What follows belongs to an exercise in optimizing a design on an open flow for small area; a production flow would make more cautious choices.

==> inputs of job 8544 <==
// rv_exec_mem_ctrl
module rv_exec_mem_ctrl #(
    parameter int MEM_WORDS = 64
) (
    input  logic        clk,
    input  logic        rst_n,
    input  logic [6:0]  op,
    input  logic [2:0]  funct3,
    input  logic        funct7_5,
    input  logic [31:0] src_a,
    input  logic [31:0] rd2,
    input  logic [31:0] imm_ext,
    output logic        pc_src,
    output logic        result_src,
    output logic        mem_write,
    output logic        alu_src,
    output logic [1:0]  imm_src,
    output logic        reg_write,
    output logic [2:0]  alu_control,
    output logic [31:0] alu_result,
    output logic        zero,
    output logic [31:0] read_data,
    output logic [31:0] result
);
==> module rv_exec_mem_ctrl, before the edit <==
module rv_exec_mem_ctrl #(
    parameter int MEM_WORDS = 64
) (
    input  logic        clk,
    input  logic        rst_n,
    input  logic [6:0]  op,
    input  logic [2:0]  funct3,
    input  logic        funct7_5,
    input  logic [31:0] src_a,
    input  logic [31:0] rd2,
    input  logic [31:0] imm_ext,
    output logic        pc_src,
    output logic        result_src,
    output logic        mem_write,
    output logic        alu_src,
    output logic [1:0]  imm_src,
    output logic        reg_write,
    output logic [2:0]  alu_control,
    output logic [31:0] alu_result,
    output logic        zero,
    output logic [31:0] read_data,
    output logic [31:0] result
);
    localparam int AW = $clog2(MEM_WORDS);
    logic          is_lw, is_sw, is_r, is_beq, is_i;
    logic          alu_op_10;
    logic [31:0]   src_b, b_eff, sum;
    logic          sub;
    logic [AW-1:0] index;
    logic [31:0]   mem [MEM_WORDS];
    logic [MEM_WORDS-1:0] valid;
    logic [MEM_WORDS-1:0] sel;
    assign is_lw  = (op == 7'b0000011);
    assign is_sw  = (op == 7'b0100011);
    assign is_r   = (op == 7'b0110011);
    assign is_beq = (op == 7'b1100011);
    assign is_i   = (op == 7'b0010011);
    assign reg_write  = is_lw | is_r | is_i;
    assign imm_src    = {is_beq, is_sw};
    assign alu_src    = is_lw | is_sw | is_i;
    assign mem_write  = is_sw;
    assign result_src = is_lw;
    assign alu_op_10  = is_r | is_i;
    always_comb begin
        alu_control = 3'b000;
        if (is_beq) alu_control = 3'b001;
        else if (alu_op_10) begin
            case (funct3)
                3'b000:  alu_control = (op[5] & funct7_5) ? 3'b001 : 3'b000;
                3'b010:  alu_control = 3'b101;
                3'b110:  alu_control = 3'b011;
                3'b111:  alu_control = 3'b010;
                default: alu_control = 3'b000;
            endcase
        end
    end
    assign src_b = alu_src ? imm_ext : rd2;
    assign sub   = alu_control[0] & ~alu_control[1];
    assign b_eff = src_b ^ {32{sub}};
    assign sum   = src_a + b_eff + {31'd0, sub};
    always_comb begin
        case (alu_control)
            3'b010:  alu_result = src_a & src_b;
            3'b011:  alu_result = src_a | src_b;
            3'b101:  alu_result = {31'd0, (src_a[31] ^ src_b[31]) ? src_a[31] : sum[31]};
            default: alu_result = sum;
        endcase
    end
    assign zero  = (alu_result == 32'd0);
    assign index = alu_result[AW+1:2];
    always_ff @(posedge clk or negedge rst_n) begin
        if (!rst_n) valid <= '0;
        else if (is_sw) valid[index] <= 1'b1;
    end
    always_ff @(posedge clk) begin
        if (is_sw) mem[index] <= rd2;
    end
    always_comb begin
        for (int i = 0; i < MEM_WORDS; i++) sel[i] = valid[i] & (index == AW'(i));
    end
    always_comb begin
        read_data = '0;
        for (int i = 0; i < MEM_WORDS; i++) read_data = read_data | (mem[i] & {32{sel[i]}});
    end
    assign result = is_lw ? read_data : alu_result;
    assign pc_src = is_beq & zero;
endmodule
clock: 13.0 ns
lec_check: 0
cap_margin: 20
core_margin: 2
core_utilization: 30
setup_slack_margin: 0.5
slew_margin: 20
run.sh (not shown) runs the stock make flow with config.mk's settings and CLKGATE_MAP_FILE= SYNTH_SCRIPT=/design/flow/synth_recipe.tcl, a recipe that flattens the netlist after the stock synthesis.
==> job 2149 (differences from job 8544) <==
--- a/flow/design.v
+++ b/flow/design.v
@@ -1,2 +1,64 @@
+module rv_ao22 (
+    input  logic a1, a2, b1, b2,
+    output logic x
+);
+    assign x = (a1 & a2) | (b1 & b2);
+endmodule
+module rv_aoi222 (
+    input  logic a1, a2, b1, b2, c1, c2,
+    output logic y
+);
+    assign y = ~((a1 & a2) | (b1 & b2) | (c1 & c2));
+endmodule
+module rv_nand2 (
+    input  logic a, b,
+    output logic y
+);
+    assign y = ~(a & b);
+endmodule
+module rv_nand4 (
+    input  logic a, b, c, d,
+    output logic y
+);
+    assign y = ~(a & b & c & d);
+endmodule
+module rv_nor2 (
+    input  logic a, b,
+    output logic y
+);
+    assign y = ~(a | b);
+endmodule
+module rv_nand3 (
+    input  logic a, b, c,
+    output logic y
+);
+    assign y = ~(a & b & c);
+endmodule
+module rv_rd_bit (
+    input  logic [63:0] sel,
+    input  logic [63:0] d,
+    output logic        y
+);
+    logic [21:0] t;    
+    logic [5:0]  u;    
+    logic [2:0]  v;    
+    for (genvar k = 0; k < 21; k++) begin : g_aoi
+        rv_aoi222 u_aoi (
+            .a1(sel[3*k]),   .a2(d[3*k]),
+            .b1(sel[3*k+1]), .b2(d[3*k+1]),
+            .c1(sel[3*k+2]), .c2(d[3*k+2]),
+            .y(t[k])
+        );
+    end
+    rv_nand2 u_last (.a(sel[63]), .b(d[63]), .y(t[21]));
+    for (genvar k = 0; k < 5; k++) begin : g_or4
+        rv_nand4 u_n4 (.a(t[4*k]), .b(t[4*k+1]), .c(t[4*k+2]), .d(t[4*k+3]), .y(u[k]));
+    end
+    rv_nand2 u_n2 (.a(t[20]), .b(t[21]), .y(u[5]));
+    for (genvar k = 0; k < 3; k++) begin : g_nor
+        rv_nor2 u_nor (.a(u[2*k]), .b(u[2*k+1]), .y(v[k]));
+    end
+    rv_nand3 u_out (.a(v[0]), .b(v[1]), .c(v[2]), .y(y));
+endmodule
 module rv_exec_mem_ctrl #(
     parameter int MEM_WORDS = 64
@@ -22,13 +84,9 @@
     output logic [31:0] result
 );
-    localparam int AW = $clog2(MEM_WORDS);
-    logic          is_lw, is_sw, is_r, is_beq, is_i;
-    logic          alu_op_10;
-    logic [31:0]   src_b, b_eff, sum;
-    logic          sub;
-    logic [AW-1:0] index;
-    logic [31:0]   mem [MEM_WORDS];
-    logic [MEM_WORDS-1:0] valid;
-    logic [MEM_WORDS-1:0] sel;
+    logic        is_lw, is_sw, is_r, is_beq, is_i;
+    logic        alu_op_10;
+    logic [31:0] src_b, b_eff, sum;
+    logic        sub;
+    logic [5:0]  index;
     assign is_lw  = (op == 7'b0000011);
     assign is_sw  = (op == 7'b0100011);
@@ -68,18 +126,41 @@
     end
     assign zero  = (alu_result == 32'd0);
-    assign index = alu_result[AW+1:2];
+    assign index = alu_result[7:2];
+    logic [7:0]           hi, lo;
+    logic [MEM_WORDS-1:0] dec, we, we_n, sel;
+    logic [MEM_WORDS-1:0] valid;
+    always_comb begin
+        for (int j = 0; j < 8; j++) begin
+            hi[j] = (index[5:3] == 3'(j));
+            lo[j] = (index[2:0] == 3'(j));
+        end
+        for (int i = 0; i < MEM_WORDS; i++) begin
+            dec[i]  = hi[i / 8] & lo[i % 8];
+            we[i]   = is_sw & dec[i];
+            we_n[i] = ~we[i];
+            sel[i]  = valid[i] & dec[i];
+        end
+    end
     always_ff @(posedge clk or negedge rst_n) begin
         if (!rst_n) valid <= '0;
-        else if (is_sw) valid[index] <= 1'b1;
+        else        valid <= valid | we;
     end
-    always_ff @(posedge clk) begin
-        if (is_sw) mem[index] <= rd2;
+    logic [MEM_WORDS-1:0][31:0] mem, mem_nxt;
+    for (genvar w = 0; w < MEM_WORDS; w++) begin : g_word
+        for (genvar b = 0; b < 32; b++) begin : g_bit
+            rv_ao22 u_hold (
+                .a1(we[w]),   .a2(rd2[b]),
+                .b1(we_n[w]), .b2(mem[w][b]),
+                .x(mem_nxt[w][b])
+            );
+        end
     end
-    always_comb begin
-        for (int i = 0; i < MEM_WORDS; i++) sel[i] = valid[i] & (index == AW'(i));
-    end
-    always_comb begin
-        read_data = '0;
-        for (int i = 0; i < MEM_WORDS; i++) read_data = read_data | (mem[i] & {32{sel[i]}});
+    always_ff @(posedge clk) mem <= mem_nxt;
+    for (genvar b = 0; b < 32; b++) begin : g_rd
+        logic [MEM_WORDS-1:0] col;
+        for (genvar w = 0; w < MEM_WORDS; w++) begin : g_col
+            assign col[w] = mem[w][b];
+        end
+        rv_rd_bit u_rd (.sel(sel), .d(col), .y(read_data[b]));
     end
     assign result = is_lw ? read_data : alu_result;
--- a/flow/config.mk
+++ b/flow/config.mk
@@ -8,5 +8,7 @@
 export CAP_MARGIN = 20
 export CORE_MARGIN = 2
-export CORE_UTILIZATION = 30
-export SETUP_SLACK_MARGIN = 0.5
+export CORE_UTILIZATION = 60
+export SETUP_SLACK_MARGIN = 0.1
 export SLEW_MARGIN = 20
+export SYNTH_HIERARCHICAL = 1
+export SYNTH_MINIMUM_KEEP_SIZE = 0
==> comparison table <==
| quantity | job 2149 | job 8544 |
|---|---|---|
| Run status | timing/DRC/antenna clean | timing/DRC/antenna clean |
| Global-route track usage on met3 | 17.2% | 14.7% |
| Final cell count without fillers | 8734 | 9639 |
| Cell type of the slowest stage on the worst timing path | sky130_fd_sc_hd__a222oi_1 | sky130_fd_sc_hd__a211oi_1 |
| Number of buffers created by CTS | 199 | 215 |
| FF-to-FF setup slack | 12.21 ns | 11.88 ns |
| Average cell area after synthesis | 12.1 um2 | 16.3 um2 |
| Non-Filler Cell Area, Final | 88900 um2 | 102000 um2 |
| Worst hold path depth | 1 | 2 |
| Post-Synth XOR/XNOR Area | 0.560% | 0.625% |
| Synthesized cell area | 75000 um2 | 82700 um2 |
| Register fraction of the total cell area | 47.9% | 61.8% |
| Compound-gate portion of the synthesized area | 34.8% | 13.7% |
| Via count of the first global-routing pass | 63200 | 56200 |
| Fraction of final layout cells sized beyond drive strength 1 | 11.5% | 20.1% |
| Placeable core area | 124000 um2 | 274000 um2 |
| Footprint of the multi-input gates | 31900 um2 | 19500 um2 |
No functional check of the RTL was part of any run of this note.

==> port drivers added, routing unchanged <==
The results above use ideal ports. As a check the final layouts listed here were re-extracted and re-timed, cells and wires unchanged. Step 1 (the two cells are an assumption about what drives the block):
set clk [get_ports {clk}]
set_driving_cell -lib_cell sky130_fd_sc_hd__clkbuf_16 $clk
set_driving_cell -lib_cell sky130_fd_sc_hd__buf_2 [delete_from_list [all_inputs] $clk]
Step 2 moves the port delays by t, midway between the first and last clock arrival at a register: inputs arrive t later, outputs are due t later. That takes back most of the time a late clock gives input paths. Slacks: ideal ports / drivers / drivers and shift; pairs: ideal ports / drivers.
run | t (ns) | slack for setup (ns) | clock arrival spread, ns | worst register clock-pin slew, ns | pins driven straight from the clock port
job 8544 | 0.956 | 0.266 / 0.237 / 0.237 | 0.093 / 0.092 | 0.07 / 0.07 | 1
job 2149 | 0.905 | 0.187 / 0.161 / 0.161 | 0.035 / 0.035 | 0.07 / 0.07 | 1
After both steps setup and hold are still met in every run listed. The setup slack of job 8544, which loses most, moves by -0.029 ns with the drivers and by -0.029 ns with both steps.
